What follows belongs to an exercise in optimizing a design on an open flow for small area and a short achievable clock period; a production flow would make more cautious choices. Only simulation tests tie the RTL to the original design; equivalence was not proved. No activity file was given, so power comes from the tool's default toggle rates.

Setup of pepper:
## pu_net
module pu_net
#(
    parameter int DATA_WIDTH = 32,
    parameter int PROG_DEPTH = 16
) (
    input  wire logic                          clk,
    input  wire logic                          rst,
    input  wire logic                          prog_we,
    input  wire logic [$clog2(PROG_DEPTH)-1:0] prog_addr,
    input  wire logic [instr_width-1:0]        prog_data,
    input  wire logic                          start,
    input  wire logic [DATA_WIDTH-1:0]         in_data,
    input  wire logic [attr_width-1:0]         in_attr,
    output logic                               in_take,
    output logic                               out_valid,
    output logic      [DATA_WIDTH-1:0]         out_data,
    output logic [attr_width-1:0]              out_attr,
    output logic                               busy,
    output logic                               done
);
    logic                  s_ext, s_mult, s_accum, s_fram;
    logic                  d_mult, d_accum, d_fram, d_out;
    logic                  sel;
    logic [1:0]            addr;
    logic [DATA_WIDTH-1:0] mult_data, accum_data, fram_data, bus_data;
    logic [attr_width-1:0] mult_attr, accum_attr, fram_attr, bus_attr;
    logic [DATA_WIDTH-1:0] bus_q_data;
    logic [attr_width-1:0] bus_q_attr;
    pu_sequencer #(
        .PROG_DEPTH(PROG_DEPTH)
    ) i_pu_sequencer (
        .clk, .rst, .prog_we, .prog_addr, .prog_data, .start,
        .s_ext, .s_mult, .s_accum, .s_fram, .d_mult, .d_accum, .d_fram, .d_out,
        .sel, .addr, .busy, .done
    );
    assign in_take = s_ext;
    assign bus_data = (s_ext ? in_data : '0) | mult_data | accum_data | fram_data;
    assign bus_attr = (s_ext ? in_attr : '0) | mult_attr | accum_attr | fram_attr;
    always_ff @(posedge clk) begin
        bus_q_data <= bus_data;
        bus_q_attr <= bus_attr;
    end
    assign out_data = bus_q_data;
    assign out_attr = bus_q_attr;
    always_ff @(posedge clk) begin
        if (rst) begin
            out_valid <= 1'b0;
        end else begin
            out_valid <= d_out;
        end
    end
    pu_multiplier #(.DATA_WIDTH(DATA_WIDTH)) i_pu_multiplier (
        .clk, .rst, .signal_wr(d_mult), .signal_sel(sel),
  ...
==> flow/config.mk <==
export PLATFORM = sky130hd
export DESIGN_NAME = pu_net
export DESIGN_NICKNAME = pu_net
export VERILOG_FILES = /design/flow/design.v
export SDC_FILE = /design/flow/constraint.sdc
export NUM_CORES = 4
export LEC_CHECK = 0
export CAP_MARGIN = 20
export CORE_MARGIN = 2
export CORE_UTILIZATION = 40
export SLEW_MARGIN = 20
==> flow/constraint.sdc <==
create_clock -name core_clock -period 10.0 [get_ports {clk}]
set_input_delay 2.0000 -clock core_clock [delete_from_list [all_inputs] [get_ports {clk}]]
set_output_delay 2.0000 -clock core_clock [all_outputs]
set_load 0.01 [all_outputs]
standard.sh (not shown) runs the stock make flow with config.mk's settings and CLKGATE_MAP_FILE= SYNTH_SCRIPT=/design/flow/synth_recipe.tcl, a recipe that flattens the netlist after the stock synthesis.
==> flow/flow/run.sh <==
#!/bin/bash
# Standard layout run through standard.sh with extra ORFS settings; make output goes to standard_flow.log.
set -euo pipefail
bash standard.sh finish "SETUP_SLACK_MARGIN=6.8" "BUFFER_PORTS_ARGS=-buffer_cell sky130_fd_sc_hd__buf_4" "TNS_END_PERCENT=0" "CTS_CLUSTER_DIAMETER=100" "CTS_CLUSTER_SIZE=24" "PLACE_DENSITY=0.75" > standard_flow.log 2>&1
Input-level comparison between raven and pepper:
==> flow/flow/run.sh <==
#!/bin/bash
# Standard layout run through standard.sh with extra ORFS settings; make output goes to standard_flow.log.
set -euo pipefail
bash standard.sh finish "SETUP_SLACK_MARGIN=6.7" "BUFFER_PORTS_ARGS=-buffer_cell sky130_fd_sc_hd__buf_2" "TNS_END_PERCENT=0" "CTS_CLUSTER_DIAMETER=100" "CTS_CLUSTER_SIZE=24" "PLACE_DENSITY=0.75" > standard_flow.log 2>&1
- In raven, worst-path maximum fanout is lower than in pepper.
- Taking pepper as the reference point, the register-to-register slack of raven falls by 0.07 ns.
- Non-filler instance count after layout delta (pepper -> raven): insignificant
- For raven, the termination of the worst setup path was out_data[8], unlike pepper, where it was out_data[13].
- Going from pepper to raven, ratio of total power to cell area increased 0.83%, time the final worst path needs with I/O delays and setup higher, global-route usage dropped 0.37 points.
- Going from pepper to raven, static leakage shrinks by 0.85%.
- On part of the total power dissipated in the clock network, pepper and raven are neck and neck.
- The clock latency of the later-clocked register in the worst-skew pair of pepper and that of raven are within noise of each other.
- In raven relative to pepper, maximum clock frequency had gone down slightly.

* * *

pu_net again, from the RTL that the note above started with.
==> flow/design.v (excerpt) <==
module pu_net
#(
    parameter int DATA_WIDTH = 32,
    parameter int PROG_DEPTH = 16
) (
    input  wire logic                          clk,
    input  wire logic                          rst,
    input  wire logic                          prog_we,
    input  wire logic [$clog2(PROG_DEPTH)-1:0] prog_addr,
    input  wire logic [instr_width-1:0]        prog_data,
    input  wire logic                          start,
    input  wire logic [DATA_WIDTH-1:0]         in_data,
    input  wire logic [attr_width-1:0]         in_attr,
    output logic                               in_take,
    output logic                               out_valid,
    output logic      [DATA_WIDTH-1:0]         out_data,
    output logic [attr_width-1:0]              out_attr,
    output logic                               busy,
    output logic                               done
);
    logic                  s_ext, s_mult, s_accum, s_fram;
  ...
export LEC_CHECK = 0
export CAP_MARGIN = 20
export CORE_MARGIN = 2
export CORE_UTILIZATION = 40
export SLEW_MARGIN = 20
create_clock -name core_clock -period 10.0 [get_ports {clk}]
==> flow/flow/run.sh <==
#!/bin/bash
# Standard layout run through standard.sh with extra ORFS settings; make output goes to standard_flow.log.
set -euo pipefail
bash standard.sh finish "SETUP_SLACK_MARGIN=6.2" "BUFFER_PORTS_ARGS=-buffer_cell sky130_fd_sc_hd__buf_2" > standard_flow.log 2>&1
Edit:
==> flow/flow/run.sh (replaced) <==
#!/bin/bash
# Standard layout run through standard.sh with extra ORFS settings; make output goes to standard_flow.log.
set -euo pipefail
bash standard.sh finish "SETUP_SLACK_MARGIN=6.8" "BUFFER_PORTS_ARGS=-buffer_cell sky130_fd_sc_hd__buf_2" "TNS_END_PERCENT=0" "CTS_CLUSTER_DIAMETER=100" "CTS_CLUSTER_SIZE=24" "PLACE_DENSITY=0.75" > standard_flow.log 2>&1
Effect: Global-route usage decreases by 1.1 points; sequential cell count is unchanged; via count went up by a few percent; final area stays flat; combinational power grows by a few percent; sequential power stays flat; worst hold slack improves by 0.024 ns; die area is unchanged.
Edit:
==> flow/flow/run.sh (replaced) <==
#!/bin/bash
# Standard layout run through standard.sh with extra ORFS settings; make output goes to standard_flow.log.
set -euo pipefail
bash standard.sh finish "SETUP_SLACK_MARGIN=6.8" "BUFFER_PORTS_ARGS=-buffer_cell sky130_fd_sc_hd__buf_2" "TNS_END_PERCENT=0" "CTS_CLUSTER_DIAMETER=100" "CTS_CLUSTER_SIZE=30" "PLACE_DENSITY=0.65" > standard_flow.log 2>&1
What happened: Setup slack is better by 0.025 ns. Sequential power hardly moves. Die area does not change. First-iteration DRC count goes up by 3.0%. Clock-buffer cell count goes down by 5.
Edit:
==> flow/flow/run.sh (replaced) <==
#!/bin/bash
# Standard layout; port buffers are buf_2 cells and repair_timing aims for a
# larger setup slack margin.
set -euo pipefail
bash standard.sh finish SETUP_SLACK_MARGIN=7.0 "BUFFER_PORTS_ARGS=-buffer_cell sky130_fd_sc_hd__buf_2" > standard_flow.log 2>&1
Effect: The changed run ran to the end with no violations. Non-clock buffer count increases by 87. Die area does not change. Clock-buffer cell count rises by 38. Register-to-register slack degrades by 0.04 ns. Clock power rose by 53%. Area after synthesis stays the same. Hold slack gains 0.012 ns. Total power rose by 18%. Maximum frequency went down by 1.2%. Global-route usage came out higher by 1.7 points.

==> what the ideal ports hide <==
No port has a modelled driver above. Below, the same layouts with a new extraction and two added sets of constraints.
Step 1 assumes that a clkbuf_16 drives the clock port and a buf_2 every other input.
Step 2 moves the port delays by t, midway between the first and last clock arrival at a register: inputs arrive t later, outputs are due t later. That takes back most of the time a late clock gives input paths.
Three values: no drivers, after step 1, after step 2; two values: the first two.
| run | t, ns | setup slack, ns | clock arrival spread, ns | slew at the worst register clock pin (ns) | pins driven straight from the clock port |
|---|---|---|---|---|---|
| pepper | 0.635 | 6.646 / 6.585 / 6.250 | 0.019 / 0.018 | 0.10 / 0.10 | 1 |
| raven | 0.635 | 6.581 / 6.522 / 6.205 | 0.021 / 0.021 | 0.11 / 0.11 | 1 |
| the first run of note 2 | 0.677 | 6.306 / 6.272 / 5.664 | 0.066 / 0.066 | 0.07 / 0.07 | 1 |
| the second run of note 2 | 0.635 | 6.643 / 6.585 / 6.201 | 0.027 / 0.027 | 0.11 / 0.11 | 1 |
| the third run of note 2 | 0.659 | 6.668 / 6.619 / 6.224 | 0.045 / 0.045 | 0.12 / 0.12 | 1 |
| the fourth run of note 2 | 0.665 | 6.628 / 6.628 / 6.392 | 0.041 / 0.040 | 0.06 / 0.06 | 1 |
After both steps every run listed still meets setup and hold. For the first run of note 2, which loses most, drivers alone change the setup slack by -0.034 ns; drivers and shift together by -0.642 ns.
